Context: an optimization exercise on an open-source flow, tuned for small area and a short achievable clock period. The choices shown serve that exercise and are no tape-out recipe. Only simulation tests tie the RTL to the original design; equivalence was not proved. Power and IR drop assume default switching activity.

Setup of job 5342:
## rvCore
module rvCore (
    input  logic        clk,
    input  logic        rst_n,
    output logic [31:0] imemAddr,
    input  logic [31:0] imemInsn,
    output logic        retireValid,
    output logic [4:0]  retireReg,
    output logic [31:0] retireData
);
Size in the first run: ~1300 flip-flops, ~100 I/O pins, about 0.057 sq mm of cells after synthesis.
export LEC_CHECK = 0
export CAP_MARGIN = 20
export CORE_MARGIN = 2
export CORE_UTILIZATION = 55
export PLACE_DENSITY = 0.65
export SETUP_SLACK_MARGIN = 3.0
export SLEW_MARGIN = 20
create_clock -name core_clock -period 6.0 [get_ports {clk}]
standard.sh (not shown) runs the stock make flow with config.mk's settings and CLKGATE_MAP_FILE= SYNTH_SCRIPT=/design/flow/synth_recipe.tcl, a recipe that flattens the netlist after the stock synthesis.
==> flow/flow/run.sh <==
#!/bin/bash
# The standard layout (standard.sh: its synthesis script, settings and
# ORFS steps), with one change: Yosys's full/half-adder extraction is off
# (ADDER_MAP_FILE empty), so ABC maps the ALU's adder as plain logic instead
# of chaining fa/ha cells. Registers and everything else are unchanged.
# ORFS writes each step's full log under orfs/logs/; make's own output goes
# to flow_make.log here.
set -euo pipefail
bash standard.sh ADDER_MAP_FILE= finish > flow_make.log 2>&1
Job 5342 was carried through to the last stage, and its layout satisfied the timing, design-rule and antenna checks.
#### Input delta (job 6309 over job 5342)
# job 5342
export LEC_CHECK = 0
export CAP_MARGIN = 20
export CORE_MARGIN = 2
export CORE_UTILIZATION = 55
export PLACE_DENSITY = 0.65
export SETUP_SLACK_MARGIN = 3.0
export SLEW_MARGIN = 20
create_clock -name core_clock -period 6.0 [get_ports {clk}]
# job 6309
export LEC_CHECK = 0
export CAP_MARGIN = 20
export CORE_MARGIN = 2
export CORE_UTILIZATION = 45
export PLACE_DENSITY = 0.6
export SETUP_SLACK_MARGIN = 3.8
export SLEW_MARGIN = 20
export TNS_END_PERCENT = 30
create_clock -name core_clock -period 6.0 [get_ports {clk}]
==> flow/flow/run.sh <==
#!/bin/bash
# The standard layout (standard.sh: its synthesis script, settings and
# ORFS steps), with two changes:
#  - Yosys's full/half-adder extraction is off (ADDER_MAP_FILE empty), so ABC
#    maps the ALU's adder as plain logic instead of chaining fa/ha cells;
#  - clock tree synthesis runs without dummy loads (same CTS arguments as
#    ORFS's default otherwise).
# Registers and everything else are unchanged. ORFS writes each step's full
# log under orfs/logs/; make's own output goes to flow_make.log here.
set -euo pipefail
bash standard.sh ADDER_MAP_FILE= \
  "CTS_ARGS=-sink_clustering_enable -repair_clock_nets -dont_use_dummy_load" \
  finish > flow_make.log 2>&1
==> run summary <==
- No stage failed in job 6309, and the final checks on the layout all came back clean.
- Taking job 5342 as the reference point, the total wire length after detailed routing of job 6309 rises by about 7%.
- Count of multi-input combinational gates delta (job 6309 -> job 5342): insignificant
- Final antenna-violating net count: job 6309 vs job 5342 identical
- Switching power share of the total up 0.31 points in job 6309 wrt job 5342
> inputs changed (job 6309 -> job 9288)
# job 6309
export LEC_CHECK = 0
export CAP_MARGIN = 20
export CORE_MARGIN = 2
export CORE_UTILIZATION = 45
export PLACE_DENSITY = 0.6
export SETUP_SLACK_MARGIN = 3.8
export SLEW_MARGIN = 20
export TNS_END_PERCENT = 30
create_clock -name core_clock -period 6.0 [get_ports {clk}]
# job 9288
export LEC_CHECK = 0
export CAP_MARGIN = 20
export CORE_MARGIN = 2
export CORE_UTILIZATION = 45
export PLACE_DENSITY = 0.6
export SETUP_SLACK_MARGIN = 3.4
export SLEW_MARGIN = 20
export TNS_END_PERCENT = 30
create_clock -name core_clock -period 6.0 [get_ports {clk}]
Notes after the runs:
- Achievable clock frequency: job 9288 > job 6309
- The first-iteration DRC count in job 9288 was lower than what job 6309 gave.
- Wire length reported by the detailed router, job 6309 and job 9288: smaller value in job 9288
- The number of cells in the design after placement of job 6309 and that of job 9288 are within noise of each other.
- Source-to-sink clock delay at the later pin of the worst-skew pair: job 9288 > job 6309
What job 2665 does differently from job 9288 at the input level:
# job 9288
export LEC_CHECK = 0
export CAP_MARGIN = 20
export CORE_MARGIN = 2
export CORE_UTILIZATION = 45
export PLACE_DENSITY = 0.6
export SETUP_SLACK_MARGIN = 3.4
export SLEW_MARGIN = 20
export TNS_END_PERCENT = 30
create_clock -name core_clock -period 6.0 [get_ports {clk}]
# job 2665
export LEC_CHECK = 0
export CAP_MARGIN = 20
export CORE_MARGIN = 2
export CORE_UTILIZATION = 45
export PLACE_DENSITY = 0.6
export SETUP_SLACK_MARGIN = 3.0
export SLEW_MARGIN = 20
create_clock -name core_clock -period 6.0 [get_ports {clk}]
Findings:
On power consumption, job 9288 and job 2665 are neck and neck.
Share of total power in the clock network: job 9288 and job 2665 compared, higher one is job 2665
Lower sequential share of layout area among job 9288 and job 2665: job 9288
Summary — placed wire-length estimate, job 2665 relative to job 9288: lower, by about 2%.
Layout cell share with drive strength beyond 1: job 2665 < job 9288
Changes observed in job 2665 relative to job 9288: final cell count went down by 3.1%, sequential share of power went up by 0.2 points.
Worst hold slack for job 2665: 0.0039 ns down relative to job 9288
When job 2665 is measured against job 9288, its final area turns out 4.7% lower.
Compared with job 9288, job 2665 shows a lower maximum achievable frequency.
diff inputs: job 2665 => job 9791
==> flow/flow/run.sh <==
#!/bin/bash
# The standard layout (standard.sh: its synthesis script, settings and
# ORFS steps), with one change: Yosys's full/half-adder extraction is off
# (ADDER_MAP_FILE empty), so ABC maps the ALU's adder as plain logic instead
# of chaining fa/ha cells. Registers and everything else are unchanged.
# ORFS writes each step's full log under orfs/logs/; make's own output goes
# to flow_make.log here.
set -euo pipefail
bash standard.sh ADDER_MAP_FILE= finish > flow_make.log 2>&1
- Job 9791 finished all stages; the layout is clean.
- Job 9791 ended with less sequential share of layout area than job 2665.
- When job 9791 is measured against job 2665, its longest individual stage delay on the worst path turns out 0.11 ns higher.
- Job 2665 → job 9791: global-route wire length before repair ~0 delta, final area went up by about 1.5%, setup slack went down 0.0052 ns, register-to-register slack held steady.
- Relative to job 2665, minimum clock period after layout increased by 0.0052 ns in job 9791.
- Job 2665 -> job 9791: post-cts gate resize count decreased slightly

[what the ideal ports hide]
In the flow no input, the clock included, has a driving cell. The finished layouts below were timed again as built, in two steps.
Step 1 assumes that a clkbuf_16 drives the clock port and a buf_2 every other input.
Step 2, shift: input delay + t, output delay - t, t = (earliest + latest rising clock arrival at the registers) / 2. This alone moves slack from input paths to output paths.
Three values: ideal ports, drivers, drivers and shift; two values: the first two.
| run | shift t [ns] | slack for setup (ns) | pins driven straight from the clock port |
|---|---|---|---|
| job 5342 | 0.822 | 2.730 / 2.730 / 2.730 | 1 |
| job 6309 | 0.848 | 2.941 / 2.941 / 2.941 | 1 |
| job 9288 | 0.850 | 2.953 / 2.936 / 2.953 | 1 |
| job 2665 | 0.840 | 2.765 / 2.765 / 2.765 | 1 |
| job 9791 | 0.857 | 2.759 / 2.759 / 2.759 | 1 |
After both steps setup and hold are still met in every run listed.
